This is an optimization exercise on Yosys and OpenROAD, whose aim is small area, not a production implementation.
The RTL was checked by simulation tests, not by an equivalence proof against the original design.
No activity file was given, so power comes from the tool's default toggle rates.

--- flow/config.mk ---
export PLATFORM = sky130hd
export DESIGN_NAME = avmm_fir_coef_bank
export DESIGN_NICKNAME = avmm_fir_coef_bank
export VERILOG_FILES = /design/flow/design.v
export SDC_FILE = /design/flow/constraint.sdc
export NUM_CORES = 4
export LEC_CHECK = 0
export ABC_AREA = 1
export CAP_MARGIN = 20
export CORE_MARGIN = 2
export CORE_UTILIZATION = 55
export SLEW_MARGIN = 20
--- flow/constraint.sdc ---
create_clock -name core_clock -period 10.0 [get_ports {clk_clk}]
set_input_delay 2.0000 -clock core_clock [delete_from_list [all_inputs] [get_ports {clk_clk}]]
set_output_delay 2.0000 -clock core_clock [all_outputs]
set_load 0.01 [all_outputs]
--- flow/design.v ---
module avmm_fir_coef_bank #(
  parameter int N_TAPS    = 16,
  parameter int COEF_W    = 16,
  parameter int DATA_W    = 32,
  parameter int ADDR_W    = 10,
  parameter int BURST_W   = 4,
  parameter int MAX_BURST = 8,
  parameter int N_PIO     = 8
) (
  input  logic                     clk_clk,
  input  logic                     reset_reset,
  input  logic [ADDR_W-1:0]        s0_address,
  input  logic                     s0_read,
  input  logic                     s0_write,
  input  logic [DATA_W-1:0]        s0_writedata,
  input  logic [DATA_W/8-1:0]      s0_byteenable,
  input  logic [BURST_W-1:0]       s0_burstcount,
  output logic [DATA_W-1:0]        s0_readdata,
  output logic                     s0_readdatavalid,
  output logic                     s0_waitrequest,
  output logic [N_PIO-1:0]         pio_export,
  output logic [N_TAPS*COEF_W-1:0] coef_active,
  output logic                     coef_busy,
  output logic                     coef_update
);
  logic [15:0] shadow_q [16];
  logic [15:0] active_q [16];
  logic [7:0]  pio_q;
  logic        burst_err_q, commit_pend_q;
  logic [4:0]  st_q;
  logic        busy_q;
  logic [2:0]  rem_q;
  logic [10:0] addr_q;
  logic        rd1_valid_q;
  logic [15:0] readdata_q;
  logic        readdatavalid_q;
  logic        rem_nz, rd_busy, wr_open, waitreq, rd_acc, wr_first, wr_beat, we;
  logic        bc_bad, wr_open_nxt, commit_hit, status_clr, start_copy;
  logic [2:0]  bc_rem;
  logic [10:0] addr_inc, waddr;
  logic        w_sh, w_ctrl, w_status, w_pio, w_set, w_clr;
  logic [15:0] rd_data;
  logic        sh_we;
  always_comb begin
    busy_q   = st_q[4];
    rem_nz   = (rem_q != 3'd0);
    rd_busy  = rem_nz & rd1_valid_q;
    wr_open  = rem_nz & !rd1_valid_q;
    waitreq  = busy_q | rd_busy | (wr_open & s0_read & !s0_write);
    rd_acc   = s0_read & !s0_write & !busy_q & !rem_nz;
    wr_first = s0_write & !busy_q & !rem_nz;
    wr_beat  = s0_write & wr_open;
    we       = s0_write & !busy_q & !rd_busy;
    bc_bad   = (s0_burstcount == 4'd0) || (s0_burstcount > 4'd8);
    bc_rem   = bc_bad ? 3'd0 : 3'(s0_burstcount - 4'd1);
    addr_inc = addr_q + 11'd1;
    waddr    = wr_first ? {1'b0, s0_address} : addr_inc;
    if (wr_first)     wr_open_nxt = (bc_rem != 3'd0);
    else if (wr_beat) wr_open_nxt = (rem_q != 3'd1);
    else              wr_open_nxt = wr_open;
    w_ctrl   = (waddr == 11'd0);
    w_status = (waddr == 11'd1);
    w_pio    = (waddr == 11'd2);
    w_set    = (waddr == 11'd3);
    w_clr    = (waddr == 11'd4);
    w_sh     = (waddr[10:4] == 7'b0010000);
    commit_hit = we & w_ctrl & s0_byteenable[0] & s0_writedata[0];
    status_clr = we & w_status & s0_byteenable[0] & s0_writedata[1];
    start_copy = (commit_hit | commit_pend_q) & !wr_open_nxt & !busy_q;
    sh_we      = we & w_sh;
  end
  always_comb begin
    rd_data = 16'd0;
    if (addr_q == 11'd1) rd_data = {14'd0, burst_err_q, busy_q};
    else if (addr_q == 11'd2) rd_data = {8'd0, pio_q};
    else if (addr_q[10:4] == 7'b0010000) rd_data = shadow_q[addr_q[3:0]];
    else if (addr_q[10:4] == 7'b0100000) rd_data = active_q[addr_q[3:0]];
  end
  always_ff @(posedge clk_clk or posedge reset_reset) begin
    if (reset_reset) begin
      pio_q           <= '0;
      burst_err_q     <= 1'b0;
      commit_pend_q   <= 1'b0;
      st_q            <= '0;
      rem_q           <= '0;
      rd1_valid_q     <= 1'b0;
      readdata_q      <= '0;
      readdatavalid_q <= 1'b0;
    end else begin
      rd1_valid_q <= rd_acc | rd_busy;
      if (rd_acc | wr_first) rem_q <= bc_rem;
      else if (rd_busy | wr_beat) rem_q <= rem_q - 3'd1;
      readdatavalid_q <= rd1_valid_q;
      if (rd1_valid_q) readdata_q <= rd_data;
      if (we) begin
        if (w_pio)      pio_q <= s0_byteenable[0] ? s0_writedata[7:0] : pio_q;
        else if (w_set) pio_q <= pio_q | (s0_writedata[7:0] & {8{s0_byteenable[0]}});
        else if (w_clr) pio_q <= pio_q & ~(s0_writedata[7:0] & {8{s0_byteenable[0]}});
      end
      if (status_clr) burst_err_q <= 1'b0;
      if ((rd_acc | wr_first) & bc_bad) burst_err_q <= 1'b1;
      commit_pend_q <= (commit_hit | commit_pend_q) & !start_copy;
      if (busy_q) st_q <= (st_q[3:0] == 4'd15) ? 5'b00001 : {1'b1, st_q[3:0] + 4'd1};
      else        st_q <= {start_copy, 4'd0};
    end
  end
  always_ff @(posedge clk_clk) begin
    if (rd_acc | wr_first)      addr_q <= {1'b0, s0_address};
    else if (rd_busy | wr_beat) addr_q <= addr_inc;
  end
  for (genvar i = 0; i < 16; i++) begin : g_tap
    always_ff @(posedge clk_clk or posedge reset_reset) begin
      if (reset_reset) begin
        shadow_q[i] <= '0;
        active_q[i] <= '0;
      end else begin
        if (sh_we & (waddr[3:0] == i)) begin
          if (s0_byteenable[0]) shadow_q[i][7:0]  <= s0_writedata[7:0];
          if (s0_byteenable[1]) shadow_q[i][15:8] <= s0_writedata[15:8];
        end
        if (busy_q & (st_q[3:0] == i)) active_q[i] <= shadow_q[i];
      end
    end
    assign coef_active[i*16 +: 16] = active_q[i];
  end
  assign s0_readdata      = {{16{readdata_q[15]}}, readdata_q};
  assign s0_readdatavalid = readdatavalid_q;
  assign s0_waitrequest   = waitreq;
  assign pio_export       = pio_q;
  assign coef_busy        = busy_q;
  assign coef_update      = !st_q[4] & st_q[0];
endmodule
--- flow/flow/run.sh ---
#!/bin/bash
# Layout flow: the standard flow (standard.sh) with these changes to how
# the layout is built:
#  1. after the standard synthesis, its combinational logic is mapped again
#     for area by Yosys/ABC (flow/remap.ys); every flip-flop is kept as the
#     standard synthesis made it (same instances, names and cell types);
#  2. ports are buffered with buf_1 instead of clkdlybuf4s50_1;
#  3. CTS uses clkbuf_8 clusters of at most 15 sinks and no dummy loads.
# Each tool writes its full output to its own log file in this folder
# (ORFS's steps also keep their logs under orfs/logs/).
set -euo pipefail
ARGS=(
  "BUFFER_PORTS_ARGS=-buffer_cell sky130_fd_sc_hd__buf_1"
  "CTS_ARGS=-sink_clustering_enable -repair_clock_nets -dont_use_dummy_load -buf_list sky130_fd_sc_hd__clkbuf_8 -sink_clustering_size 15 -sink_clustering_max_diameter 50"
)
RES=orfs/results/$FLOW_PLATFORM/avmm_fir_coef_bank/base
LIB=$FLOW_HOME/platforms/$FLOW_PLATFORM/lib/sky130_fd_sc_hd__tt_025C_1v80.lib

# 1. standard synthesis
bash standard.sh "${ARGS[@]}" synth > flow_synth.log 2>&1

# 2. re-map its combinational logic
cp "$RES/1_2_yosys.v" std_netlist.v
cp "$LIB" lib.lib
yosys -q -p "read_liberty -ignore_miss_func lib.lib; write_verilog -noattr models.v" > yosys_models.log 2>&1
python3 flow/comb_models.py models.v comb.v
DONTUSE=$(grep -o 'cell *( *"\?sky130_fd_sc_hd__[a-z0-9_]*' lib.lib | sed 's/.*(\s*"\?//' \
  | grep -E 'lpflow|probe' | sed 's/^/-dont_use /' | tr '\n' ' ')
sed "s/@DONTUSE@/$DONTUSE/; s#@ABCSCRIPT@#$PWD/flow/remap.abc#" flow/remap.ys > remap_run.ys
yosys -s remap_run.ys > yosys_remap.log 2>&1
cp remapped.v "$RES/1_2_yosys.v"
rm -f "$RES/1_synth.odb" "$RES/1_synth.sdc"

# 3. the rest of the standard flow on the re-mapped netlist
bash standard.sh "${ARGS[@]}" finish > flow_standard.log 2>&1
--- flow/flow/comb_models.py ---
# Keep only the combinational cell models from a Verilog file that Yosys wrote
# from the liberty file (read_liberty; write_verilog), for use as a techmap
# map file that turns mapped combinational cells back into generic logic.
import re, sys
src = open(sys.argv[1]).read()
mods = re.findall(r'module \S+\(.*?endmodule', src, re.S)
keep = [m for m in mods if not re.search(r'\breg\b|\balways\b', m)]
open(sys.argv[2], 'w').write('\n'.join(keep) + '\n')
--- flow/flow/remap.abc ---
strash
dch -f
map -a
mfs2
strash
dch -f
map -a
mfs2
strash
dch -f
map -a
topo
--- flow/flow/remap.ys ---
# Re-map the combinational logic of the standard synthesis netlist for area.
# Every flip-flop stays as the standard synthesis made it (same instance,
# same name, same cell type): they are read as black boxes.
read_liberty -lib lib.lib
read_verilog std_netlist.v
hierarchy -top avmm_fir_coef_bank
techmap -map comb.v
simplemap
opt -purge
abc -liberty lib.lib -script @ABCSCRIPT@ @DONTUSE@
setundef -zero
splitnets
opt_clean -purge
hilomap -singleton -hicell sky130_fd_sc_hd__conb_1 HI -locell sky130_fd_sc_hd__conb_1 LO
insbuf -buf sky130_fd_sc_hd__buf_4 A X
check -assert -mapped
tee -o remap_stat.txt stat -liberty lib.lib
write_verilog -noattr -nohex -nodec remapped.v
--- flow/standard.sh ---
#!/bin/bash
# synth_recipe.tcl (not shown) runs the flow's synth.tcl, then flattens the netlist and writes it again
# the make line also repeats each setting of config.mk as NAME=value (left out here)
make -C /OpenROAD-flow-scripts/flow DESIGN_CONFIG=/design/flow/config.mk WORK_HOME=/design/flow/orfs CLKGATE_MAP_FILE= SYNTH_SCRIPT=/design/flow/synth_recipe.tcl "${@:-finish}"
==> results of run 1 <==
-- flip-flops by register name (all words and copies together), names as in the netlist, named ones only --
name	cells
commit_pend_q	1
addr_q	11
rem_q	3
active_q	256
burst_err_q	1
readdata_q	16
st_q	5
readdatavalid_q	1
shadow_q	256
-- final cells by class --
type	count	area [um^2]	share of cell area, %
Tap cell	592	741	2.71
Antenna cell	2	5.00	0.0183
Timing Repair Buffer	411	1900	6.93
Multi-Input combinational cell	1632	8480	31.0
Sequential cell	559	14000	51.3
Clock buffer	54	743	2.72
Inverter	384	1460	5.33
-- layout by cell type (no fill, tap or decap), drive strengths merged, types with 8 or more instances in the layout --
master / count
a22oi: 28
a31oi: 8
a21oi: 106
o22ai: 112
a221oi: 93
nor3: 14
o21ai: 446
nand3: 21
nor2: 208
dfrtp: 548
nand2: 489
clkbuf: 54
clkinv: 383
nand4: 20
mux2: 53
edfxtp: 10
buf: 411
-- power by group --
group / switching (mW) / internal (mW)
clock: 0.771 / 0.479
sequential: 0.148 / 2.46
combinational: 1.28 / 0.532
total: 2.20 / 3.47
-- final timing paths --
kind | start | to | slack [ns] | depth (start not counted)
max in group asynchronous | reset_reset | active_q[11][3]$_DFFE_PP0P_ | 6.87 | 3
min in group asynchronous | reset_reset | active_q[12][8]$_DFFE_PP0P_ | 1.52 | 2
setup / recovery | addr_q[0]$_DFFE_PP_ | shadow_q[13][15]$_DFFE_PP0P_ | 4.82 | 21
hold / removal | shadow_q[3][3]$_DFFE_PP0P_ | active_q[3][3]$_DFFE_PP0P_ | 0.48 | 2
hold reg to reg | shadow_q[3][3]$_DFFE_PP0P_ | active_q[3][3]$_DFFE_PP0P_ | 0.48 | 2
setup reg to reg | addr_q[0]$_DFFE_PP_ | shadow_q[13][15]$_DFFE_PP0P_ | 4.82 | 21
-- layer usage --
layer	vias to the layer above	share of wire, %	global-route usage, %
met1	11244	37	61.8
met5	-	0.012	0
li1	9763	-	-
met2	1841	42	64.4
met3	344	15	13.1
met4	2	5.5	19.7
-- through the flow --
stage,hold slack [ns],worst slack [ns]
global placement,0.469,4.39
detailed placement,0.477,4.32
floorplan,0.446,1.59
finish,0.479,4.82
global route,0.502,4.36
CTS,0.482,4.95
-- worst max-delay path, stage by stage (launching register included) --
cell	delay [ns]
edfxtp_1	0.42
clkinv_1	0.10
nor2_1	0.17
clkinv_1	0.20
nor2_2	0.19
clkinv_1	0.10
nor2_1	0.15
clkinv_1	0.11
nor2_1	0.16
clkinv_1	0.11
nor2_1	0.18
clkinv_1	0.09
nor2_1	0.23
clkinv_1	0.10
nor2_1	0.18
nand2_1	0.11
xor2_1	0.17
a31oi_1	0.15
nor3_1	0.24
nand2_1	0.44
nor2_2	1.03
mux2_2	0.43
==> results.txt, run 1 <==
core area 43900 um^2; crit end category register; TritonRoute pass-1 iters 6; IO Count 354; TritonCTS Buffers 54; fin cells 3634; vias in the first global route roughly 21000; initial DRC count 3315; max-slew violation count 0; Synth Cell Area roughly 24000 um^2; GRT Resource Usage Total between 40 and 50%; pin count of the biggest net entering global routing approximately 170; syn nets around 2700; Layout Cell Area excl Fill about 27000 um^2; RSZ-0062 raised after global routing false; clock sinks between 500 and 600; die span in y about 210 um; Nets 3096; yosys warns 3; hold buffer count at cts 0; total power 5.67 mW; Fin. Hold Viols 0; Worst Path Arrival between 5 and 6 ns; final setup vio count 0; Post-Route WL just over 100000 um; Detail Placement HPWL 65500 um; TNS Setup 0 ns; status finished clean; crit path max fanout 16; startpoint class of the critical path register; CP required ~11 ns; Port Buffer Count 335; DP Cell Count ~3600; Max Root-Sink Buffers 3; H-tree depth 2; first-pass GRT wire length 146000 um; HP Class register to register; Final min period ~5.2 ns; mean post-synth cell area roughly 9 um^2; Mapped Cells 2641; Remaining DRCs 0; fin util between 60% and 70%; wire length per cell about 28 um; placed cell areas about 27000 um^2; Pwr Density between 200 and 250 nW/um^2; CTS tree yes; initial antenna violation count 4; full die area between 40000 and 50000 um^2; Worst Skew 0.0799 ns; Root Driver clkbuf_8; vias approximately 23000; Max Cap Viol 0; Clock transition at path regs about 0.1 ns; number of fillers in the final layout around 4000; via/cell ratio 6.38; Relative slew margins between 20% and 30%; Worst-Skew Late Latency 0.70 ns; postcts setup bufs 0; Final Cycle Share 51.8%; Final Wtd Congestion about 0.94; Tightest Pin Transition between 1 and 1.5 ns; share of cells above drive strength 1 ~7.6%; peak supply drop just over 0.0002 V; die width approximately 210 um; Final ANT Viol Nets 0; # rows 77; Area Growth Syn to Fin 12.5%; CTS-repair resized insts 0; max frequency roughly 190 MHz; LEAKAGE approximately 10 nW; Setup CP Type register to register; aggregate global routing overflow 0; Initial Util between 50% and 60%
==> inputs of run 2 (changes only) <==
--- a/flow/flow/run.sh
+++ b/flow/flow/run.sh
@@ -4,6 +4,8 @@
 #  1. after the standard synthesis, its combinational logic is mapped again
-#     for area by Yosys/ABC (flow/remap.ys); every flip-flop is kept as the
-#     standard synthesis made it (same instances, names and cell types);
+#     for area by Yosys/ABC (flow/remap.ys, flow/remap.abc), and 2:1 selects
+#     are then built from a22o cells with shared select inverters
+#     (flow/mux_to_a22o.py); every flip-flop is kept as the standard
+#     synthesis made it (same instances, names and cell types);
 #  2. ports are buffered with buf_1 instead of clkdlybuf4s50_1;
-#  3. CTS uses clkbuf_8 clusters of at most 15 sinks and no dummy loads.
+#  3. CTS uses small clkbuf clusters and no dummy loads.
 # Each tool writes its full output to its own log file in this folder
@@ -24,4 +26,5 @@
 cp "$LIB" lib.lib
+python3 flow/abc_lib.py lib.lib lib_abc.lib > python_abc_lib.log 2>&1
 yosys -q -p "read_liberty -ignore_miss_func lib.lib; write_verilog -noattr models.v" > yosys_models.log 2>&1
-python3 flow/comb_models.py models.v comb.v
+python3 flow/comb_models.py models.v comb.v > python_comb_models.log 2>&1
 DONTUSE=$(grep -o 'cell *( *"\?sky130_fd_sc_hd__[a-z0-9_]*' lib.lib | sed 's/.*(\s*"\?//' \
@@ -30,2 +33,4 @@
 yosys -s remap_run.ys > yosys_remap.log 2>&1
+python3 flow/mux_to_a22o.py remapped_abc.v remapped.v 2 > python_mux_to_a22o.log 2>&1
+yosys -s flow/check.ys > yosys_check.log 2>&1
 cp remapped.v "$RES/1_2_yosys.v"
==> flow/flow/abc_lib.py (new file) <==
# Write the copy of the liberty file that ABC maps with in the re-map step:
# mux2 cells get a lower area there, so that ABC maps 2:1 selects to mux2
# cells, which mux_to_a22o.py then turns into smaller a22o cells with shared
# select inverters. Only ABC reads this copy; areas are measured with the
# real liberty file.
import sys
s = open(sys.argv[1]).read()
for c in ['mux2_1', 'mux2_2', 'mux2_4', 'mux2_8']:
    i = s.index('cell ("sky130_fd_sc_hd__%s")' % c)
    j = s.index('area', i)
    k = s.index(';', j)
    s = s[:j] + 'area : 7.5' + s[k:]
open(sys.argv[2], 'w').write(s)
==> flow/flow/check.ys (new file) <==
# Check the final re-mapped netlist and report its area.
read_liberty -lib lib.lib
read_verilog remapped.v
hierarchy -check -top avmm_fir_coef_bank
check -assert -mapped
tee -o remap_stat.txt stat -liberty lib.lib
==> flow/flow/mux_to_a22o.py (new file) <==
# Replace each mux2 cell whose select also drives other mux2 cells by an
# a22o cell (X = S&A1 | Sn&A0), with one shared inverter per select net:
# a22o_1 is smaller than mux2_1, and the inverter is shared.
import re, sys, collections
src = open(sys.argv[1]).read()
cell_re = re.compile(r'(\n\s*)(sky130_fd_sc_hd__mux2_\d)\s+(\S+)\s*\((.*?)\);', re.S)
pin_re = re.compile(r'\.(\w+)\(([^()]*)\)')
muxes = []
for m in cell_re.finditer(src):
    pins = {k: v.strip() for k, v in pin_re.findall(m.group(4))}
    muxes.append((m, pins))
count = collections.Counter(p['S'] for _, p in muxes)
inv_of = {}
decls = []
out = []
pos = 0
n = 0
for m, p in muxes:
    s = p['S']
    if count[s] < int(sys.argv[3]):
        continue
    if s not in inv_of:
        w = 'mux_sel_n_%d' % len(inv_of)
        inv_of[s] = w
        decls.append('  wire %s;\n  sky130_fd_sc_hd__inv_1 mux_sel_inv_%d (\n    .A(%s ),\n    .Y(%s)\n  );\n'
                     % (w, len(inv_of) - 1, s, w))
    out.append(src[pos:m.start()])
    out.append('%ssky130_fd_sc_hd__a22o_1 %s (\n    .A1(%s ),\n    .A2(%s ),\n    .B1(%s),\n    .B2(%s ),\n    .X(%s )\n  );'
               % (m.group(1), m.group(3), s, p['A1'], inv_of[s], p['A0'], p['X']))
    pos = m.end()
    n += 1
out.append(src[pos:])
res = ''.join(out)
i = res.rindex('endmodule')
res = res[:i] + ''.join(decls) + res[i:]
open(sys.argv[2], 'w').write(res)
print('replaced %d mux2 cells, %d shared inverters' % (n, len(inv_of)))
--- a/flow/flow/remap.ys
+++ b/flow/flow/remap.ys
@@ -9,3 +9,3 @@
 opt -purge
-abc -liberty lib.lib -script @ABCSCRIPT@ @DONTUSE@
+abc -liberty lib_abc.lib -script @ABCSCRIPT@ @DONTUSE@
 setundef -zero
@@ -16,3 +16,2 @@
 check -assert -mapped
-tee -o remap_stat.txt stat -liberty lib.lib
-write_verilog -noattr -nohex -nodec remapped.v
+write_verilog -noattr -nohex -nodec remapped_abc.v
==> run 2 against run 1 <==
Total power decreased by 12%. Sequential share of layout area is 2.4 points higher. Clock skew shrank 0.0085 ns. Largest power group unchanged. Maximum frequency fell by 3.6%. Combinational power shrank 34%. Still clean on timing, DRC and antenna. Critical endpoint is now shadow_q[7][13]$_DFFE_PP0P_. Register-to-register slack worse by 0.19 ns. Non-clock buffer count is 24 lower.
==> results.txt, run 2 <==
status finished clean; Setup CP Type register to register; leading registers by flop count active_q (256), shadow_q (256), readdata_q (16); most common cell after layout, fill and taps aside dfrtp_1; Area Growth Syn to Fin 11.6%; Worst-Skew Late Latency roughly 0.70 ns; Final Wtd Congestion roughly 1; Port Buffer Count ~340; max-slew violation count 0; Worst Path Arrival 5.96 ns; Mapped Cells between 1500 and 2000; initial DRC count between 3000 and 4000; Post-Route WL ~110000 um; reg2reg setup slack approximately 4.6 ns; fin cells 2848; RSZ-0062 raised after global routing false; startpoint class of the critical path register; yosys warns 3; Remaining DRCs 0; mean post-synth cell area 12.1 um^2; core area ~42000 um^2; share of cells above drive strength 1 6.07%; Reg2Reg Depth 25; hold buffer count at cts 0; die width 210 um; vias in the first global route ~21000; max frequency around 190 MHz; via/cell ratio approximately 7.6; TNS Setup 0 ns; Final min period 5.37 ns; Pwr Density 192 nW/um^2; Synth Cell Area 23400 um^2; pre-CTS setup slack between 4 and 5 ns; clock sinks ~560; wire length per cell roughly 38 um; DP Cell Count 2794; Relative slew margins 12.1%; Fin. Hold Viols 0; Critical path origin addr_q[0]$_DFFE_PP_; CP required between 10 and 15 ns; pin count of the biggest net entering global routing between 150 and 200; die span in y between 200 and 250 um; Max Cap Viol 0; postcts setup bufs 0; Tightest Pin Transition 1.32 ns; initial antenna violation count 2; LEAKAGE 11.9 nW; full die area ~44000 um^2; Nets around 2400; Final Cycle Share between 50% and 60%; Worst Skew around 0.071 ns; peak supply drop about 0.00013 V; Initial Util 55.8%; TritonCTS Buffers 51; worst r2r src addr_q[0]$_DFFE_PP_; GRT Resource Usage Total between 40% and 50%; IO Count around 350; crit end category register; first-pass GRT wire length approximately 150000 um; FF-to-FF End shadow_q[7][13]$_DFFE_PP0P_; Detail Placement HPWL roughly 72000 um; aggregate global routing overflow 0; CTS tree yes; syn nets approximately 2000; crit path max fanout 16; vias 21539; Root Driver clkbuf_8; commonest cells after routing, fill and taps aside 548 x dfrtp_1, 527 x a22o_1, 334 x buf_1; critical path endpoint shadow_q[7][13]$_DFFE_PP0P_; CTS-repair resized insts 0; Clock transition at path regs roughly 0.080 ns; # rows 75; final setup vio count 0; final setup margin ~4.6 ns; H-tree depth 2; Final ANT Viol Nets 0; HP Class register to register; TritonRoute pass-1 iters 7; Max Root-Sink Buffers 3
## run 2: through the flow
stage          util, %  hold WS, ns  total power [mW]  cell area, um^2
2_1_floorplan        -        0.446              3.18            23400
3_3_place_gp      60.5        0.461              3.74            25400
3_5_place_dp      60.6        0.476              3.76            25400
4_1_cts           62.2        0.495              4.94            26100
5_1_grt           62.3        0.516              5.12            26100
6_report          62.3        0.495              5.01            26100
## run 2: worst max-delay path: stages (launching register included)
cell and delay [ns]:
edfxtp_1 0.37, clkinv_1 0.13, nor2_1 0.12, buf_4 0.27
clkinv_1 0.35, nor2_4 0.22, clkinv_1 0.07, nor2_1 0.17
clkinv_1 0.08, nor2_1 0.18, clkinv_1 0.08, nor2_1 0.20
clkinv_1 0.09, nor2_1 0.19, clkinv_1 0.09, nor2_1 0.17
and2_2 0.19, xor2_1 0.19, nand2_1 0.06, o21ai_0 0.15
nand2_1 0.10, nor3_1 0.17, buf_4 0.24, nand2_1 0.49
inv_1 0.69, a22o_1 0.21
## run 2: where the power goes
group | internal (mW) | total (mW) | switching (mW)
Clock | 0.454 | 1.22 | 0.769
Combinational | 0.292 | 1.19 | 0.901
Sequential | 2.43 | 2.60 | 0.166
Total | 3.18 | 5.01 | 1.84
## run 2: worst min path at each step
stage	from	end	slack (ns)	cells past startpoint
3_5_place_dp	commit_pend_q$_DFF_PP0_	commit_pend_q$_DFF_PP0_	0.48	2
3_3_place_gp	commit_pend_q$_DFF_PP0_	commit_pend_q$_DFF_PP0_	0.46	2
2_1_floorplan	commit_pend_q$_DFF_PP0_	commit_pend_q$_DFF_PP0_	0.45	2
5_1_grt	st_q[0]$_DFF_PP0_	st_q[0]$_DFF_PP0_	0.52	1
6_report	commit_pend_q$_DFF_PP0_	commit_pend_q$_DFF_PP0_	0.49	2
4_1_cts	commit_pend_q$_DFF_PP0_	commit_pend_q$_DFF_PP0_	0.49	2
## run 2: final cells by class
class                      instances  area, um^2
inverter                         120         467
tap                              539         674
antenna                            2        5.00
timing repair buffer             387        1680
clock buffer                      51         702
multi-input combinational       1190        8560
fill                            3526       15800
sequential                       559       14000
## run 2: per-layer routing
layer	vias to the layer above	share of wire (%)	GRT usage (%)
met2	1937	43	72.1
met4	0	10	40.7
met1	10764	34	59.3
met5	-	0	0
li1	8300	-	-
met3	538	13	16.0
==> inputs of run 3 (changes only) <==
--- a/flow/flow/run.sh
+++ b/flow/flow/run.sh
@@ -9,3 +9,3 @@
 #  2. ports are buffered with buf_1 instead of clkdlybuf4s50_1;
-#  3. CTS uses small clkbuf clusters and no dummy loads.
+#  3. CTS uses clkbuf_4 clusters of at most 8 sinks and no dummy loads.
 # Each tool writes its full output to its own log file in this folder
@@ -15,3 +15,3 @@
   "BUFFER_PORTS_ARGS=-buffer_cell sky130_fd_sc_hd__buf_1"
-  "CTS_ARGS=-sink_clustering_enable -repair_clock_nets -dont_use_dummy_load -buf_list sky130_fd_sc_hd__clkbuf_8 -sink_clustering_size 15 -sink_clustering_max_diameter 50"
+  "CTS_ARGS=-sink_clustering_enable -repair_clock_nets -dont_use_dummy_load -buf_list sky130_fd_sc_hd__clkbuf_4 -sink_clustering_size 8 -sink_clustering_max_diameter 80"
 )
--- a/flow/config.mk
+++ b/flow/config.mk
@@ -8,5 +8,5 @@
 export ABC_AREA = 1
-export CAP_MARGIN = 20
+export CAP_MARGIN = 10
 export CORE_MARGIN = 2
-export CORE_UTILIZATION = 55
-export SLEW_MARGIN = 20
+export CORE_UTILIZATION = 65
+export SLEW_MARGIN = 10
==> run 3 against run 2 <==
Still clean. Maximum frequency decreased by 3.8%. Worst setup slack got worse by 0.21 ns. Routed wire length fell by 1.6%. Clock-buffer cell count rose by 28. Die area decreased by 15%.
==> results.txt, run 3 <==
Detail Placement HPWL around 70000 um; final setup margin 4.41 ns; max-slew violation count 0; Max Cap Viol 0; Post-Route WL roughly 110000 um; status finished clean; Worst Path Arrival 6.32 ns; Clock transition at path regs roughly 0.1 ns; Root Driver clkbuf_4; max frequency between 150 and 200 MHz; startpoint class of the critical path register; final setup vio count 0; syn nets 1989; Relative slew margins ~3.7%; TNS Setup 0 ns; core area 35500 um^2; LEAKAGE 11.9 nW; CTS-repair resized insts 0; HP Class register to register; full die area between 30000 and 40000 um^2; Port Buffer Count between 300 and 400; Tightest Pin Transition 1.44 ns; most common cell after layout, fill and taps aside dfrtp_1; GRT Resource Usage Total a little under three fifths; clock sinks 559; pin count of the biggest net entering global routing approximately 170; Worst Skew approximately 0.084 ns; Final ANT Viol Nets 0; Final Cycle Share 55.9%; pre-CTS setup slack between 4 and 5 ns; crit path max fanout 16; # rows 69; aggregate global routing overflow 0; Area Growth Syn to Fin 10.7%; initial antenna violation count 9; CTS tree yes; mean post-synth cell area about 12 um^2; initial DRC count roughly 4000; Fin. Hold Viols 0; CP required between 10 and 15 ns; crit end category register; Remaining DRCs 0; RSZ-0062 raised after global routing false; wire length per cell ~38 um; TritonRoute pass-1 iters 12; Mapped Cells ~1900; IO Count ~350; via/cell ratio 8.02; postcts setup bufs 0; Pwr Density ~190 nW/um^2; Synth Cell Area roughly 23000 um^2; Worst-Skew Late Latency 0.87 ns; vias around 23000; Final min period between 5 and 6 ns; die span in y 194 um; H-tree depth 3; share of cells above drive strength 1 between 7 and 8%; commonest cells after routing, fill and taps aside 548 x dfrtp_1, 527 x a22o_1, 335 x buf_1; die width approximately 190 um; Setup CP Type register to register; vias in the first global route around 22000; TritonCTS Buffers 79; hold buffer count at cts 0; Initial Util about two thirds; Max Root-Sink Buffers 3; number of fillers in the final layout approximately 2600; leading registers by flop count active_q (256), shadow_q (256), readdata_q (16); first-pass GRT wire length around 150000 um; Final Wtd Congestion between 1 and 1.5; peak supply drop around 0.00013 V; yosys warns 3; Nets 2392
-- run 3: per-stage QoR --
step	std cells	util, %	hold WS, ns	total power, mW	cell area (um^2)
detailed placement	2718	71.3	0.476	3.75	25300
CTS	2797	73.0	0.496	4.82	25900
global placement	2718	71.3	0.457	3.71	25300
floorplan	1935	-	0.446	3.18	23400
global route	2799	73.0	0.522	5.04	25900
finish	2805	73.0	0.500	4.94	25900
-- run 3: critical path, stage by stage, from the launching register on --
cell and delay (ns):
edfxtp_1 0.39, clkinv_1 0.14, nor2_1 0.12, buf_4 0.27
clkinv_1 0.34, nor2_4 0.24, clkinv_1 0.10, nor2_1 0.17
clkinv_1 0.09, nor2_1 0.19, clkinv_1 0.09, nor2_1 0.19
clkinv_1 0.10, nor2_1 0.21, clkinv_1 0.10, nor2_1 0.16
and2_2 0.19, xor2_1 0.19, nand2_1 0.07, o21ai_0 0.14
clkinv_1 0.13, nor4_2 0.18, buf_4 0.28, nand2_1 0.48
inv_1 0.70, a22o_1 0.23
-- run 3: area by class of cell --
type / instances / area, um^2 / area share (%)
Inverter: 120 / 467 / 1.80
Clock buffer: 79 / 593 / 2.29
Timing Repair Buffer: 388 / 1670 / 6.44
Sequential cell: 559 / 14000 / 54.2
Antenna cell: 8 / 20.0 / 0.0773
Multi-Input combinational cell: 1190 / 8550 / 33.0
Tap cell: 461 / 577 / 2.23
-- run 3: worst paths after layout --
check / startpoint / endpoint / slack, ns / cells after the start
worst max-delay path: addr_q[0]$_DFFE_PP_ / shadow_q[6][1]$_DFFE_PP0P_ / 4.41 / 25
max in group asynchronous: reset_reset / rem_q[2]$_DFFE_PP0P_ / 6.96 / 3
worst max register to register: addr_q[0]$_DFFE_PP_ / shadow_q[6][1]$_DFFE_PP0P_ / 4.41 / 25
worst min-delay path: shadow_q[12][6]$_DFFE_PP0P_ / active_q[12][6]$_DFFE_PP0P_ / 0.50 / 1
min in group asynchronous: reset_reset / active_q[13][4]$_DFFE_PP0P_ / 1.34 / 2
worst min register to register: shadow_q[12][6]$_DFFE_PP0P_ / active_q[12][6]$_DFFE_PP0P_ / 0.50 / 1
-- run 3: power breakdown --
group	leakage (nW)	switching [mW]	internal, mW
clock	0.364	0.765	0.363
sequential	7.74	0.164	2.43
combinational	3.82	0.921	0.296
total	11.9	1.85	3.09
-- run 3: metal layers --
metal,wire length (um),global-route usage (%),vias up
met1,32900,66.0,10702
li1,-,-,8403
met4,12700,50.5,4
met2,42900,76.5,2560
met5,21,0.766,-
met3,18700,28.0,832
==> inputs of run 4 (changes only) <==
--- a/flow/flow/mux_to_a22o.py
+++ b/flow/flow/mux_to_a22o.py
@@ -24,3 +24,3 @@
         inv_of[s] = w
-        decls.append('  wire %s;\n  sky130_fd_sc_hd__inv_1 mux_sel_inv_%d (\n    .A(%s ),\n    .Y(%s)\n  );\n'
+        decls.append('  wire %s;\n  sky130_fd_sc_hd__inv_2 mux_sel_inv_%d (\n    .A(%s ),\n    .Y(%s)\n  );\n'
                      % (w, len(inv_of) - 1, s, w))
--- a/flow/config.mk
+++ b/flow/config.mk
@@ -10,3 +10,3 @@
 export CORE_MARGIN = 2
-export CORE_UTILIZATION = 65
+export CORE_UTILIZATION = 60
 export SLEW_MARGIN = 10
==> run 4 against run 3 <==
Still clean on timing, DRC and antenna. Critical path depth unchanged. Clock-buffer cell count unchanged. Flip-flop and latch count stayed put. Combinational power down 4%. Routed wire length down 1.1%. Via count shrank 1.8%. Final area is 0.28% higher. Core utilization is 5.6 points lower. Hold slack improved by 0.00069 ns. Synthesized cell count stayed put. Highest routed layer is now met4.
==> results.txt, run 4 <==
Final min period 5.27 ns; Fin. Hold Viols 0; mean post-synth cell area between 10 and 15 um^2; RSZ-0062 raised after global routing false; vias approximately 22000; CTS-repair resized insts 0; Nets 2398; Area Growth Syn to Fin 11.0%; Remaining DRCs 0; max frequency around 190 MHz; pin count of the biggest net entering global routing ~170; CTS tree yes; Final ANT Viol Nets 0; initial DRC count between 3000 and 4000; IO Count ~350; Sequential cell area 14000 um^2; final setup vio count 0; aggregate global routing overflow 0; startpoint class of the critical path register; fin util about two thirds; Max Cap Viol 0; Worst-Skew Late Latency about 0.83 ns; Setup CP Type register to register; Layout Cell Area excl Fill 26000 um^2; Tightest Pin Transition between 1 and 1.5 ns; # rows roughly 70; syn nets 1989; max-slew violation count 0; number of fillers in the final layout roughly 3200; die span in y around 200 um; first-pass GRT wire length about 150000 um; pre-CTS setup slack 5.05 ns; full die area approximately 40000 um^2; wire length per cell 37.1 um; commonest cells after routing, fill and taps aside 548 x dfrtp_1, 527 x a22o_1, 335 x buf_1; Worst Skew between 0.07 and 0.08 ns; Pwr Density about 190 nW/um^2; crit end category register; crit path max fanout 16; hold buffer count at cts 0; Clock transition at path regs 0.11 ns; Port Buffer Count between 300 and 400; CP required 10.72 ns; leading registers by flop count active_q (256), shadow_q (256), readdata_q (16); Relative slew margins about 13%; status finished clean; Initial Util 60.7%; H-tree depth 3; HP Class register to register; die width 202 um; share of cells above drive strength 1 9.65%; core area approximately 39000 um^2; Post-Route WL between 100000 and 150000 um; yosys warns 3; Worst Path Arrival between 5 and 6 ns; Final Cycle Share between 50% and 60%; postcts setup bufs 0; via/cell ratio between 7 and 8; most common cell after layout, fill and taps aside dfrtp_1; Max Root-Sink Buffers 3; Mapped Cells just under 2000; Final Wtd Congestion approximately 1; Root Driver clkbuf_4; Synth Cell Area 23400 um^2; clock sinks roughly 560; area of the multi-input gates 8540 um^2; Detail Placement HPWL about 70000 um; CP max-delay cell nand2_1; CP max stage delay roughly 0.49 ns; placed cell areas around 25000 um^2; LEAKAGE around 12 nW; TritonCTS Buffers between 70 and 80; peak supply drop around 0.00013 V; TNS Setup 0 ns; GRT Resource Usage Total 52.3%; TritonRoute pass-1 iters 8; CP most frequent cell clkinv_1; final setup margin around 4.7 ns; vias in the first global route 21527; initial antenna violation count 3
-- run 4: final timing paths --
path | from | end | slack, ns | cells after the start
setup / recovery | addr_q[0]$_DFFE_PP_ | shadow_q[5][2]$_DFFE_PP0P_ | 4.73 | 25
hold / removal | readdata_q[5]$_DFFE_PP0P_ | readdata_q[5]$_DFFE_PP0P_ | 0.50 | 2
setup reg to reg | addr_q[0]$_DFFE_PP_ | shadow_q[5][2]$_DFFE_PP0P_ | 4.73 | 25
hold reg to reg | readdata_q[5]$_DFFE_PP0P_ | readdata_q[5]$_DFFE_PP0P_ | 0.50 | 2
max in group asynchronous | reset_reset | shadow_q[3][11]$_DFFE_PP0P_ | 6.33 | 4
min in group asynchronous | reset_reset | shadow_q[10][8]$_DFFE_PP0P_ | 1.34 | 2
-- run 4: report_power, final --
part	leakage, nW	switching [mW]	internal [mW]	total, mW
combinational	3.76	0.878	0.294	1.17
clock	0.363	0.775	0.363	1.14
sequential	7.74	0.163	2.43	2.60
-- run 4: layout make-up --
cell class                      instances  share of cell area, %
Clock buffer                           79                   2.28
Timing Repair Buffer                  394                   6.53
Sequential cell                       559                   54.0
Multi-Input combinational cell       1190                   32.9
Inverter                              120                   1.80
Antenna cell                            2                 0.0193
Tap cell                              518                   2.49
-- run 4: worst max-delay path, delay by kind of cell, from the launching register on --
kind / cells / cell delay, ns
compound gates: 2 / 0.35
xor+xnor: 1 / 0.19
buf+inv: 11 / 2.04
flops: 1 / 0.40
simple gates: 11 / 2.20
-- run 4: stage by stage --
step	hold slack [ns]	total power, mW	std cells
6_report	0.501	4.90	2862
5_1_grt	0.502	5.03	2861
4_1_cts	0.488	4.82	2859
3_5_place_dp	0.477	3.74	2780
3_3_place_gp	0.463	3.71	2780
2_1_floorplan	0.446	3.19	1935
-- run 4: routing by layer --
metal | routed length, um | GRT usage (%) | vias up | part of all wire, %
li1 | - | - | 8408 | -
met1 | 35100 | 64.7 | 10917 | 33
met2 | 44600 | 74.1 | 2206 | 42
met3 | 15900 | 18.7 | 559 | 15
met4 | 10400 | 42.7 | 0 | 9.8
met5 | 0 | 0 | - | 0
==> inputs of run 5 (changes only) <==
--- a/flow/config.mk
+++ b/flow/config.mk
@@ -8,5 +8,5 @@
 export ABC_AREA = 1
-export CAP_MARGIN = 10
+export CAP_MARGIN = 5
 export CORE_MARGIN = 2
 export CORE_UTILIZATION = 60
-export SLEW_MARGIN = 10
+export SLEW_MARGIN = 5
==> run 5 against run 4 <==
Still clean on timing, DRC and antenna. Register-to-register slack is essentially flat. Routed wire length is the same. Core utilization did not move. First-iteration DRC count did not move. Synthesized cell count stayed put. Flip-flop and latch count stayed put. Die area is the same. Critical path depth unchanged. Global-route usage did not move. Hold slack unchanged. Area after synthesis stayed put. Highest routed layer unchanged.
==> results.txt, run 5 <==
TritonCTS Buffers 79; CTS-repair resized insts 0; Crit path max-delay family simple AND/OR/NAND/NOR gates; final setup margin 4.73 ns; syn nets roughly 2000; area of the multi-input gates between 8000 and 9000 um^2; initial DRC count around 3500; Remaining DRCs 0; total power between 4 and 5 mW; Relative slew margins between 10% and 20%; Area Growth Syn to Fin 11.0%; Nets between 2000 and 2500; share of cells above drive strength 1 roughly 9.6%; HP Class register to register; Setup CP Type register to register; Detail Placement HPWL 69900 um; LEAKAGE ~12 nW; core area a little under 40000 um^2; CTS tree yes; fin cells between 2000 and 3000; IO Count roughly 350; Final ANT Viol Nets 0; TritonRoute pass-1 iters 8; Initial Util between 60 and 70%; Worst Path Arrival about 6.0 ns; fin util between 60% and 70%; Pwr Density about 190 nW/um^2; vias in the first global route between 20000 and 25000; worst path bufs/invs 11; Mapped Cells slightly below 2000; Post-Route WL about 110000 um; crit path max fanout 16; RSZ-0062 raised after global routing false; Max Cap Viol 0; via/cell ratio ~7.7; Final Wtd Congestion 1.01; pre-CTS setup slack between 5 and 6 ns; crit end category register; postcts setup bufs 0; Synth Cell Area about 23000 um^2; die width between 200 and 250 um; # rows 72; pin count of the biggest net entering global routing roughly 170; CP max-delay cell nand2_1; Final Cycle Share 52.7%; initial antenna violation count 3; worst hold slack 0.501 ns; TNS Setup 0 ns; Worst Skew between 0.07 and 0.08 ns; final setup vio count 0; Tightest Pin Transition 1.31 ns; placed cell areas 25400 um^2; H-tree depth 3; max-slew violation count 0; Port Buffer Count ~340; first-pass GRT wire length roughly 150000 um; mean post-synth cell area roughly 12 um^2; commonest cells after routing, fill and taps aside 548 x dfrtp_1, 527 x a22o_1, 335 x buf_1; Sequential cell area 14000 um^2; max frequency ~190 MHz; aggregate global routing overflow 0; CP most frequent cell clkinv_1; DP Cell Count between 2000 and 3000; wire length per cell roughly 37 um; Final min period approximately 5.3 ns; Fin. Hold Viols 0; hold buffer count at cts 0; vias approximately 22000; leading registers by flop count active_q (256), shadow_q (256), readdata_q (16); yosys warns 3; Layout Cell Area excl Fill between 20000 and 30000 um^2; GRT Resource Usage Total approximately 52%; CP max stage delay just under 0.5 ns; CP required 10.72 ns; startpoint class of the critical path register; peak supply drop between 0.0001 and 0.00015 V; full die area about 41000 um^2; die span in y roughly 200 um; status finished clean; Max Root-Sink Buffers 3; number of fillers in the final layout about 3200; Root Driver clkbuf_4; Clock transition at path regs 0.11 ns; Worst-Skew Late Latency 0.83 ns; most common cell after layout, fill and taps aside dfrtp_1; clock sinks ~560
[run 5: final timing paths]
path / from / depth (start not counted) / end / slack, ns
max: addr_q[0]$_DFFE_PP_ / 25 / shadow_q[5][2]$_DFFE_PP0P_ / 4.73
min: readdata_q[5]$_DFFE_PP0P_ / 2 / readdata_q[5]$_DFFE_PP0P_ / 0.50
max in group asynchronous: reset_reset / 4 / shadow_q[3][11]$_DFFE_PP0P_ / 6.33
max reg2reg: addr_q[0]$_DFFE_PP_ / 25 / shadow_q[5][2]$_DFFE_PP0P_ / 4.73
min in group asynchronous: reset_reset / 2 / shadow_q[10][8]$_DFFE_PP0P_ / 1.34
min reg2reg: readdata_q[5]$_DFFE_PP0P_ / 2 / readdata_q[5]$_DFFE_PP0P_ / 0.50
[run 5: area by class of cell]
cell class                 count  area share (%)
sequential                   559            54.0
multi-input combinational   1190            32.9
timing repair buffer         394            6.53
tap                          518            2.49
clock buffer                  79            2.28
inverter                     120            1.80
antenna                        2          0.0193
[run 5: layer usage]
layer  vias up  wire [um]  global-route usage [%]
li1       8408          -                       -
met1     10917      35100                    64.7
met2      2206      44600                    74.1
met3       559      15900                    18.7
met4         0      10400                    42.7
met5         -          0                       0
[run 5: tightest hold or removal path, stage by stage (launching register included)]
cell and delay [ns]:
dfrtp_1 0.36, nand2_1 0.06, o31ai_1 0.05
[run 5: power by group]
group | internal, mW | switching [mW]
logic | 0.294 | 0.878
clock network | 0.363 | 0.775
registers | 2.43 | 0.163
==> inputs of run 6 (changes only) <==
--- a/flow/flow/run.sh
+++ b/flow/flow/run.sh
@@ -9,3 +9,3 @@
 #  2. ports are buffered with buf_1 instead of clkdlybuf4s50_1;
-#  3. CTS uses clkbuf_4 clusters of at most 8 sinks and no dummy loads.
+#  3. CTS uses clkbuf_4 clusters of at most 9 sinks and no dummy loads.
 # Each tool writes its full output to its own log file in this folder
@@ -15,3 +15,3 @@
   "BUFFER_PORTS_ARGS=-buffer_cell sky130_fd_sc_hd__buf_1"
-  "CTS_ARGS=-sink_clustering_enable -repair_clock_nets -dont_use_dummy_load -buf_list sky130_fd_sc_hd__clkbuf_4 -sink_clustering_size 8 -sink_clustering_max_diameter 80"
+  "CTS_ARGS=-sink_clustering_enable -repair_clock_nets -dont_use_dummy_load -buf_list sky130_fd_sc_hd__clkbuf_4 -sink_clustering_size 9 -sink_clustering_max_diameter 80"
 )
--- a/flow/config.mk
+++ b/flow/config.mk
@@ -8,5 +8,5 @@
 export ABC_AREA = 1
-export CAP_MARGIN = 5
+export CAP_MARGIN = 10
 export CORE_MARGIN = 2
 export CORE_UTILIZATION = 60
-export SLEW_MARGIN = 5
+export SLEW_MARGIN = 10
==> run 6 against run 5 <==
Still clean. Flip-flop and latch count unchanged. Die area unchanged. Clock skew up 0.023 ns. Routed wire length about the same. Critical endpoint is now shadow_q[4][3]$_DFFE_PP0P_.
==> results.txt, run 6 <==
# rows a little over 70; CTS tree yes; pin count of the biggest net entering global routing between 150 and 200; CP most frequent cell clkinv_1; core area 38600 um^2; Synth Cell Area ~23000 um^2; crit end category register; pre-CTS setup slack between 5 and 6 ns; peak supply drop around 0.00015 V; Max Root-Sink Buffers 3; CP max-delay cell inv_2; Layout Cell Area excl Fill roughly 26000 um^2; die width slightly above 200 um; yosys warns 3; CP required roughly 11 ns; RSZ-0062 raised after global routing false; TritonRoute pass-1 iters 7; total power around 4.9 mW; clock sinks 559; Detail Placement HPWL 69900 um; TNS Setup 0 ns; initial antenna violation count 3; Final min period ~5.3 ns; CTS-repair resized insts 0; mean post-synth cell area 12.1 um^2; Port Buffer Count ~340; max-slew violation count 0; fin util between 60 and 70%; hold buffer count at cts 0; Tightest Pin Transition ~1.3 ns; crit path max fanout 16; met1 GRT Util 64.7%; full die area 40600 um^2; commonest cells after routing, fill and taps aside 548 x dfrtp_1, 527 x a22o_1, 335 x buf_1; wire length per cell 37.1 um; CP max stage delay ~0.5 ns; Final ANT Viol Nets 0; Root Driver clkbuf_4; Fin. Hold Viols 0; GRT met2 Usage 74.0%; startpoint class of the critical path register; via/cell ratio about 8; syn nets about 2000; Final Wtd Congestion slightly above 1; initial DRC count about 3500; first-pass GRT wire length between 150000 and 200000 um; Crit path max-delay family simple AND/OR/NAND/NOR gates; vias ~22000; placed cell areas ~25000 um^2; Nets approximately 2400; final setup margin roughly 4.7 ns; worst path bufs/invs 11; DP Cell Count 2780; GRT Resource Usage Total roughly 52%; Most Used Layer, Global Route met2; final setup vio count 0; postcts setup bufs 0; Clock transition at path regs ~0.11 ns; Worst Skew 0.0973 ns; LEAKAGE 11.8 nW; Setup CP Type register to register; Mapped Cells between 1500 and 2000; GR Layer Usage met3 between 10% and 20%; share of cells above drive strength 1 roughly a tenth; Initial Util about three fifths; Max Cap Viol 0; most common cell after layout, fill and taps aside dfrtp_1; status finished clean; vias in the first global route 21663; fin cells around 2900; HP Class register to register; TritonCTS Buffers between 70 and 80; Worst Path Arrival 5.94 ns; Pwr Density about 190 nW/um^2; die span in y 202 um; IO Count about 350; leading registers by flop count active_q (256), shadow_q (256), readdata_q (16); aggregate global routing overflow 0; Final Cycle Share 52.5%; worst hold slack ~0.48 ns; Area Growth Syn to Fin 10.8%; Remaining DRCs 0; Worst-Skew Late Latency between 0.8 and 0.9 ns; Post-Route WL about 110000 um; H-tree depth 3; max frequency 190 MHz; Relative slew margins between 10% and 20%
==> run 6: worst register-to-register path: cells and delay by family (launching register included) <==
| kind | cells | cell delay [ns] |
|---|---|---|
| buf+inv | 11 | 2.05 |
| flops | 1 | 0.40 |
| simple gates | 11 | 2.19 |
| compound gates | 2 | 0.35 |
| xor+xnor | 1 | 0.19 |
==> run 6: worst paths after layout <==
path                                       startpoint                            to  slack, ns  depth (start not counted)
min in group asynchronous                 reset_reset  active_q[10][11]$_DFFE_PP0P_       1.35                          2
min                        shadow_q[1][4]$_DFFE_PP0P_    active_q[1][4]$_DFFE_PP0P_       0.48                          1
max reg2reg                       addr_q[0]$_DFFE_PP_    shadow_q[4][3]$_DFFE_PP0P_       4.75                         25
max in group asynchronous                 reset_reset   shadow_q[2][14]$_DFFE_PP0P_       6.34                          4
max                               addr_q[0]$_DFFE_PP_    shadow_q[4][3]$_DFFE_PP0P_       4.75                         25
min reg2reg                shadow_q[1][4]$_DFFE_PP0P_    active_q[1][4]$_DFFE_PP0P_       0.48                          1
==> run 6: final cells by class <==
class	count	area, um^2
Sequential cell	559	14000
Antenna cell	3	7.51
Fill cell	3147	12600
Inverter	120	467
Multi-Input combinational cell	1190	8540
Timing Repair Buffer	394	1700
Tap cell	518	648
Clock buffer	72	541
==> run 6: per-layer routing <==
layer,wire length [um],share of wire [%],vias up
met5,0,0,-
met2,44600,42,2295
met1,34800,33,10894
li1,-,-,8388
met4,10800,10,0
met3,15800,15,608
==> run 6: report_power, final <==
group	total, mW	internal [mW]	switching (mW)	leakage [nW]
clock network	1.09	0.332	0.759	0.331
logic	1.17	0.294	0.878	3.76
registers	2.60	2.43	0.164	7.74
total	4.86	3.06	1.80	11.8
==> inputs of run 7 (changes only) <==
--- a/flow/flow/run.sh
+++ b/flow/flow/run.sh
@@ -9,3 +9,3 @@
 #  2. ports are buffered with buf_1 instead of clkdlybuf4s50_1;
-#  3. CTS uses clkbuf_4 clusters of at most 9 sinks and no dummy loads.
+#  3. CTS uses clkbuf_8 clusters of at most 15 sinks and no dummy loads.
 # Each tool writes its full output to its own log file in this folder
@@ -15,3 +15,3 @@
   "BUFFER_PORTS_ARGS=-buffer_cell sky130_fd_sc_hd__buf_1"
-  "CTS_ARGS=-sink_clustering_enable -repair_clock_nets -dont_use_dummy_load -buf_list sky130_fd_sc_hd__clkbuf_4 -sink_clustering_size 9 -sink_clustering_max_diameter 80"
+  "CTS_ARGS=-sink_clustering_enable -repair_clock_nets -dont_use_dummy_load -buf_list sky130_fd_sc_hd__clkbuf_8 -sink_clustering_size 15 -sink_clustering_max_diameter 50"
 )
==> flow/flow/remap.abc (replaced) <==
strash
&get -n
&dch -f
&nf -a -R 1000
&put
mfs2
strash
&get -n
&dch -f
&nf -a -R 1000
&put
mfs2
strash
&get -n
&dch -f
&nf -a -R 1000
&put
mfs2
strash
&get -n
&dch -f
&nf -a -R 1000
&put
topo
==> run 7 against run 6 <==
Total power rose by 3.3%. Maximum frequency rose by 11%. Core utilization rose by 0.57 points. Hold slack improved by 0.015 ns. Still clean. Non-clock buffer count fell by 11. Combinational power fell by 3%. Worst setup slack improved by 0.52 ns. Critical path depth fell by 15. Via count fell by 5.6%. Final cell count fell by 7.6%. Area after synthesis fell by 1.8%. Clock skew fell by 0.034 ns.
==> results.txt, run 7 <==
Port Buffer Count roughly 340; syn nets 1815; Mapped Cells 1761; Hold Startpoint commit_pend_q$_DFF_PP0_; H-tree depth 2; crit path cell chain buf_1 > nand2_1 > o21ai_0 > nand2_1 > nor2_1 > nor2_1 > nor2_1 > nand2_1 > nand3_1 > o21ai_0; via/cell ratio ~7.9; most common cell after layout, fill and taps aside dfrtp_1; HP Class register to register; vias roughly 21000; Final Cycle Share around 47%; initial DRC count 3726; Final ANT Viol Nets 0; Worst Skew 0.0638 ns; Worst-Skew Late Latency approximately 0.7 ns; Final min period around 4.7 ns; Detail Placement HPWL 67500 um; commonest cells after routing, fill and taps aside 548 x dfrtp_1, 539 x a22o_1, 335 x buf_1; crit end category register; worst hold path endpoint commit_pend_q$_DFF_PP0_; pin count of the biggest net entering global routing 126; total power ~5 mW; Final Wtd Congestion between 0.9 and 1; LEAKAGE approximately 12 nW; CP max stage delay 0.93 ns; share of cells above drive strength 1 about 8%; CTS-repair resized insts 0; Max Root-Sink Buffers 3; max frequency 211 MHz; CP max-delay cell o21ai_0; Tightest Pin Transition roughly 1.2 ns; Hold Path Depth 2; first-pass GRT wire length about 140000 um; TNS Setup 0 ns; TritonRoute pass-1 iters 10; yosys warns 3; max-slew violation count 0; vias in the first global route approximately 20000; Synth Cell Area about 23000 um^2; crit path max fanout 13; TritonCTS Buffers 50; peak supply drop 0.000132 V; initial antenna violation count 2; mean post-synth cell area around 13 um^2; Worst Path Arrival 5.24 ns; worst hold slack 0.500 ns; final setup vio count 0; # rows 71; Layout Cell Area excl Fill ~26000 um^2; Nets roughly 2200; wire length per cell about 39 um; Root Driver clkbuf_8; status finished clean; CTS tree yes; RSZ-0062 raised after global routing false; GRT Resource Usage Total 51.0%; clock sinks 559; worst r2r src addr_q[0]$_DFFE_PP_; reg2reg setup slack roughly 5.4 ns; hold buffer count at cts 0; FF-to-FF End shadow_q[11][7]$_DFFE_PP0P_; Relative slew margins about 18%; Pwr Density just under 200 nW/um^2; Remaining DRCs 0; core area around 38000 um^2; CP required 10.51 ns; die span in y around 200 um; Clock transition at path regs approximately 0.080 ns; aggregate global routing overflow 0; full die area roughly 40000 um^2; Max Cap Viol 0; IO Count around 350; Initial Util ~60%; placed cell areas roughly 25000 um^2; fin cells around 2600; Fin. Hold Viols 0; Post-Route WL a little over 100000 um; Critical path origin s0_write; leading registers by flop count active_q (256), shadow_q (256), readdata_q (16); Reg2Reg Depth 12; postcts setup bufs 0; Setup CP Type input pin to register; startpoint class of the critical path input pin; die width between 150 and 200 um; DP Cell Count about 2600; Area Growth Syn to Fin 11.1%
run 7: worst max-delay path: cells and delay by family:
kind	cells	cell delay, ns
simple gates	7	1.99
compound gates	2	1.02
buf+inv	1	0.21
run 7: where the power goes:
group / switching (mW) / leakage (nW) / internal [mW] / total [mW]
clock: 0.750 / 0.359 / 0.445 / 1.19
combinational: 0.806 / 3.54 / 0.319 / 1.13
sequential: 0.233 / 7.74 / 2.46 / 2.70
total: 1.79 / 11.6 / 3.23 / 5.02
run 7: final cells by class:
cell class,instances,area [um^2]
multi-input cells,1075,8320
flip-flops and latches,559,14000
well taps,511,639
inverters,61,245
repair buffers,383,1620
diodes,1,2.50
clock buffers,50,688
fillers,2972,12100
run 7: worst max-delay path by stage:
stage	end	slack (ns)
global route	register	4.94
detailed placement	register	4.74
CTS	s0_waitrequest	5.36
global placement	register	4.70
finish	register	5.27
floorplan	asynchronous set/reset pin	1.59
run 7: metrics by stage:
step           setup WS, ns  util, %
5_1_grt                4.94     67.8
3_3_place_gp           4.70     66.0
6_report               5.27     67.8
2_1_floorplan          1.59        -
3_5_place_dp           4.74     66.0
4_1_cts                5.36     67.8
run 7: layer usage:
metal / part of all wire [%] / track usage, % / vias to the layer above
li1: - / - / 7976
met1: 33 / 63.7 / 10391
met2: 43 / 74.1 / 2099
met3: 15 / 16.0 / 481
met4: 9.8 / 39.9 / 2
met5: 0.0098 / 0 / -
==> inputs of run 8 (changes only) <==
--- a/flow/flow/run.sh
+++ b/flow/flow/run.sh
@@ -9,3 +9,3 @@
 #  2. ports are buffered with buf_1 instead of clkdlybuf4s50_1;
-#  3. CTS uses clkbuf_8 clusters of at most 15 sinks and no dummy loads.
+#  3. CTS uses clkbuf_4 clusters of at most 8 sinks and no dummy loads.
 # Each tool writes its full output to its own log file in this folder
@@ -15,3 +15,3 @@
   "BUFFER_PORTS_ARGS=-buffer_cell sky130_fd_sc_hd__buf_1"
-  "CTS_ARGS=-sink_clustering_enable -repair_clock_nets -dont_use_dummy_load -buf_list sky130_fd_sc_hd__clkbuf_8 -sink_clustering_size 15 -sink_clustering_max_diameter 50"
+  "CTS_ARGS=-sink_clustering_enable -repair_clock_nets -dont_use_dummy_load -buf_list sky130_fd_sc_hd__clkbuf_4 -sink_clustering_size 8 -sink_clustering_max_diameter 50"
 )
==> run 8 against run 7 <==
Global-route usage rose by 0.21 points. Worst setup slack gained 0.074 ns. Sequential share of layout area grew 0.18 points. Register-to-register slack worse by 0.06 ns. Hold slack better by 0.0058 ns. Die area stayed put. Maximum frequency increased by 1.6%. Final cell count is 1.2% higher. Final area down 0.32%. Largest power group unchanged. Highest routed layer is now met4.
==> results.txt, run 8 <==
area of the multi-input gates ~8300 um^2; Max Root-Sink Buffers 3; crit path max fanout 7; peak supply drop roughly 0.00011 V; Max Cap Viol 0; aggregate global routing overflow 0; Post-Route WL just over 100000 um; LEAKAGE about 12 nW; worst hold slack 0.506 ns; crit end category output port; core area between 30000 and 40000 um^2; yosys warns 3; crit path cell chain buf_1 > nand2b_1 > o21ai_0 > buf_1; DP Cell Count 2589; Worst Skew roughly 0.035 ns; CP most frequent cell buf_1; TritonRoute pass-1 iters 9; Crit path max-delay family buffers and inverters; met2 WL between 40000 and 50000 um; initial antenna violation count 3; GRT Resource Usage Total about half; Area Growth Syn to Fin 10.8%; Final Cycle Share between 40% and 50%; CTS-repair resized insts 0; CP max-delay cell nand2b_1; fin cells between 2000 and 3000; Mapped Cells between 1500 and 2000; postcts setup bufs 0; wire length per cell around 38 um; DR top layer met4; pin count of the biggest net entering global routing ~130; clock sinks around 560; full die area 39900 um^2; initial DRC count 3831; Sequential cell area 14000 um^2; placed cell areas 24900 um^2; mean post-synth cell area 13.1 um^2; Final Wtd Congestion 0.975; TritonCTS Buffers 80; CP max stage delay around 0.18 ns; vias approximately 21000; CTS tree yes; share of cells above drive strength 1 a little under a tenth; via/cell ratio 7.94; Remaining DRCs 0; IO Count ~350; Final ANT Viol Nets 0; first-pass GRT wire length ~140000 um; Initial Util 61.0%; Relative slew margins a little under a fifth; die width roughly 200 um; H-tree depth 3; max-slew violation count 0; status finished clean; worst path bufs/invs 2; Setup CP Type input pin to output port; Clock transition at path regs 0.10 ns; Final min period ~4.7 ns; die span in y around 200 um; RSZ-0062 raised after global routing false; Detail Placement HPWL between 60000 and 70000 um; number of fillers in the final layout 3006; TNS Setup 0 ns; leading registers by flop count active_q (256), shadow_q (256), readdata_q (16); Worst Path Arrival between 2 and 3 ns; vias in the first global route 20065; Pwr Density approximately 200 nW/um^2; Tightest Pin Transition ~1.2 ns; syn nets approximately 1800; Fin. Hold Viols 0; wire length on met1 33300 um; startpoint class of the critical path input pin; commonest cells after routing, fill and taps aside 548 x dfrtp_1, 539 x a22o_1, 335 x buf_1; Synth Cell Area 23000 um^2; hold buffer count at cts 0; final setup vio count 0; met3 wire length around 15000 um; HP Class register to register; Worst-Skew Late Latency 0.81 ns; # rows 71; Port Buffer Count ~340; Layout Cell Area excl Fill 25500 um^2; Root Driver clkbuf_4; CP required 8.00 ns; max frequency roughly 210 MHz; most common cell after layout, fill and taps aside dfrtp_1; Nets between 2000 and 2500
-- run 8: changes by cell type in the layout (fill, tap and decap cells not counted) --
| cell | previous run | this run |
|---|---|---|
| clkbuf_8 | 50 | 0 |
| clkbuf_4 | 0 | 80 |
| diode_2 | 1 | 3 |
-- run 8: report_power, final --
part | internal [mW] | switching (mW) | leakage [nW]
Combinational | 0.320 | 0.809 | 3.54
Sequential | 2.46 | 0.231 | 7.74
Clock | 0.368 | 0.766 | 0.368
Total | 3.15 | 1.81 | 11.6
-- run 8: worst min-delay path, stage by stage, from the launching register on --
cell and delay [ns]:
dfrtp_1 0.34, a31oi_1 0.05, nor2_1 0.08
-- run 8: path summary, 6_finish.rpt --
check,slack (ns),end,cells after the start,startpoint
setup / recovery,5.34,s0_waitrequest,4,s0_write
hold / removal,0.51,commit_pend_q$_DFF_PP0_,2,commit_pend_q$_DFF_PP0_
setup reg to reg,5.34,shadow_q[11][5]$_DFFE_PP0P_,12,addr_q[0]$_DFFE_PP_
hold reg to reg,0.51,commit_pend_q$_DFF_PP0_,2,commit_pend_q$_DFF_PP0_
max in group asynchronous,6.63,shadow_q[4][3]$_DFFE_PP0P_,4,reset_reset
min in group asynchronous,1.36,active_q[10][8]$_DFFE_PP0P_,2,reset_reset
-- run 8: metal layers --
| metal | up-vias | track usage (%) |
|---|---|---|
| met5 | - | 0 |
| li1 | 8054 | - |
| met1 | 10455 | 63.8 |
| met2 | 2191 | 73.8 |
| met3 | 506 | 16.6 |
| met4 | 0 | 41.1 |
-- run 8: metrics by stage --
stage                     util (%)  power [mW]  setup slack [ns]
after floorplan                  -        3.30              1.59
after global placement        66.0        3.78              4.70
after detailed placement      66.0        3.80              4.74
after CTS                     67.6        4.88              5.36
after global routing          67.6        5.09              5.08
final                         67.6        4.96              5.34
-- run 8: area by class of cell --
| cell class | instances | share of cell area (%) |
|---|---|---|
| sequential | 559 | 55.1 |
| multi-input combinational | 1075 | 32.7 |
| timing repair buffer | 383 | 6.35 |
| tap | 511 | 2.51 |
| clock buffer | 80 | 2.36 |
| inverter | 61 | 0.963 |
| antenna | 3 | 0.0295 |
==> inputs of run 9 (changes only) <==
--- a/flow/flow/run.sh
+++ b/flow/flow/run.sh
@@ -9,3 +9,3 @@
 #  2. ports are buffered with buf_1 instead of clkdlybuf4s50_1;
-#  3. CTS uses clkbuf_4 clusters of at most 8 sinks and no dummy loads.
+#  3. CTS uses clkbuf_8 clusters of at most 16 sinks and no dummy loads.
 # Each tool writes its full output to its own log file in this folder
@@ -15,3 +15,3 @@
   "BUFFER_PORTS_ARGS=-buffer_cell sky130_fd_sc_hd__buf_1"
-  "CTS_ARGS=-sink_clustering_enable -repair_clock_nets -dont_use_dummy_load -buf_list sky130_fd_sc_hd__clkbuf_4 -sink_clustering_size 8 -sink_clustering_max_diameter 50"
+  "CTS_ARGS=-sink_clustering_enable -repair_clock_nets -dont_use_dummy_load -buf_list sky130_fd_sc_hd__clkbuf_8 -sink_clustering_size 16 -sink_clustering_max_diameter 60"
 )
==> run 9 against run 8 <==
Total power shrank 0.34%. Register-to-register slack gained 0.06 ns. Final cell count shrank 1.4%. Maximum frequency shrank 1.3%. Routed wire length shrank 0.74%. Die area is the same. Flip-flop and latch count is the same. Hold slack gained 0.0099 ns. Largest power group unchanged.
==> results.txt, run 9 <==
status finished clean; Final ANT Viol Nets 0; Max Cap Viol 0; Port Buffer Count ~340; share of cells above drive strength 1 roughly 7.8%; Max Root-Sink Buffers 3; mean post-synth cell area between 10 and 15 um^2; vias roughly 21000; initial antenna violation count 4; most common cell after layout, fill and taps aside dfrtp_1; reg2reg setup slack around 5.4 ns; yosys warns 3; peak supply drop ~0.00015 V; max-slew violation count 0; Setup CP Type input pin to register; TritonCTS Buffers 43; initial DRC count about 3800; vias in the first global route 19643; Final Cycle Share a little under half; Detail Placement HPWL between 60000 and 70000 um; Initial Util between 60 and 70%; full die area roughly 40000 um^2; Fin. Hold Viols 0; crit end category register; final setup vio count 0; number of fillers in the final layout about 3000; Worst Path Arrival 5.20 ns; aggregate global routing overflow 0; HP Class register to register; first-pass GRT wire length 141000 um; H-tree depth 2; startpoint class of the critical path input pin; core area 37700 um^2; pin count of the biggest net entering global routing roughly 130; clock sinks about 560; max frequency 212 MHz; Mapped Cells between 1500 and 2000; Remaining DRCs 0; TNS Setup 0 ns; die width roughly 200 um; CTS-repair resized insts 0; wire length per cell between 30 and 40 um; IO Count around 350; Post-Route WL 101000 um; syn nets 1815; CP required 10.48 ns; Synth Cell Area approximately 23000 um^2; Final min period 4.72 ns; leading registers by flop count active_q (256), shadow_q (256), readdata_q (16); TritonRoute pass-1 iters 10; Relative slew margins about 11%; Final Wtd Congestion slightly below 1; Clock transition at path regs about 0.1 ns; commonest cells after routing, fill and taps aside 548 x dfrtp_1, 539 x a22o_1, 335 x buf_1; GRT Resource Usage Total about half; die span in y between 150 and 200 um; Tightest Pin Transition ~1.3 ns; final setup margin approximately 5.3 ns; CTS tree yes; Root Driver clkbuf_8; hold buffer count at cts 0; RSZ-0062 raised after global routing false; LEAKAGE ~12 nW; Nets roughly 2200; via/cell ratio between 7 and 8; Pwr Density 194 nW/um^2; crit path max fanout 13; Area Growth Syn to Fin 10.8%; Worst Skew approximately 0.063 ns; pre-CTS setup slack 4.74 ns; # rows 71; postcts setup bufs 0; Worst-Skew Late Latency a little under 0.7 ns
run 9: cell type report:
cell class	instances	area [um^2]	share of cell area [%]
diodes	3	7.51	0.0295
inverters	61	245	0.963
well taps	511	639	2.51
flip-flops and latches	559	14000	55.1
multi-input cells	1075	8320	32.7
clock buffers	43	592	2.32
repair buffers	383	1620	6.36
run 9: power by group:
part | switching, mW | leakage (nW) | internal [mW] | total (mW)
combinational | 0.800 | 3.54 | 0.320 | 1.12
sequential | 0.231 | 7.74 | 2.46 | 2.69
clock | 0.739 | 0.309 | 0.386 | 1.12
run 9: critical path, stage by stage:
cell and delay (ns):
buf_1 0.21, nand2_1 0.33, o21ai_0 0.92, nand2_1 0.25, nor2_1 0.45, nor2_1 0.11, nor2_1 0.55, nand2_1 0.15
nand3_1 0.12, o21ai_0 0.11
run 9: per-stage QoR:
step	instance area [um^2]	power, mW	hold WS, ns	util [%]	std cells
floorplan	23000	3.30	0.449	-	1761
global placement	24900	3.78	0.472	66.0	2589
detailed placement	24900	3.80	0.482	66.0	2589
CTS	25400	4.86	0.497	67.6	2632
global route	25400	5.07	0.536	67.6	2632
finish	25500	4.94	0.516	67.6	2635
run 9: layer usage:
metal	track usage, %	routed length, um	up-vias
met5	0	13	-
met4	41.5	10100	2
met3	14.8	14800	477
met2	73.2	43100	2117
met1	64.0	33200	10281
li1	-	-	7951
run 9: path summary, 6_finish.rpt:
check	start	to	cells after the start
min in group asynchronous	reset_reset	active_q[15][12]$_DFFE_PP0P_	2
min	readdata_q[8]$_DFFE_PP0P_	readdata_q[8]$_DFFE_PP0P_	1
max	s0_write	register	10
min reg2reg	readdata_q[8]$_DFFE_PP0P_	readdata_q[8]$_DFFE_PP0P_	1
max reg2reg	addr_q[0]$_DFFE_PP_	shadow_q[14][7]$_DFFE_PP0P_	12
max in group asynchronous	reset_reset	active_q[1][7]$_DFFE_PP0P_	4

==> port drivers added, routing unchanged <==
In the flow no input, the clock included, has a driving cell. The finished layouts below were timed again as built, in two steps. Step 1 sets driving cells, clkbuf_16 on the clock port and buf_2 on the other inputs (assumed; they add their load-dependent delay and slew). Step 2 times the ports against the registers' clock, not the clock port: input delays grow and output delays shrink by t, the midpoint of the rising clock arrivals with the driver on. Slacks: ideal ports / drivers / drivers and shift; pairs: ideal ports / drivers.
| run | shift t [ns] | setup slack, ns |
|---|---|---|
| run 1 | 0.722 | 4.817 / 4.817 / 4.147 |
| run 2 | 0.717 | 4.626 / 4.626 / 4.626 |
| run 3 | 0.880 | 4.413 / 4.413 / 4.413 |
| run 4 | 0.849 | 4.729 / 4.729 / 4.729 |
| run 5 | 0.849 | 4.729 / 4.729 / 4.729 |
| run 6 | 0.854 | 4.750 / 4.750 / 4.750 |
| run 7 | 0.721 | 5.267 / 5.305 / 4.584 |
| run 8 | 0.857 | 5.341 / 5.321 / 4.553 |
| run 9 | 0.704 | 5.281 / 5.313 / 4.609 |
After both steps every run listed still meets setup and hold.
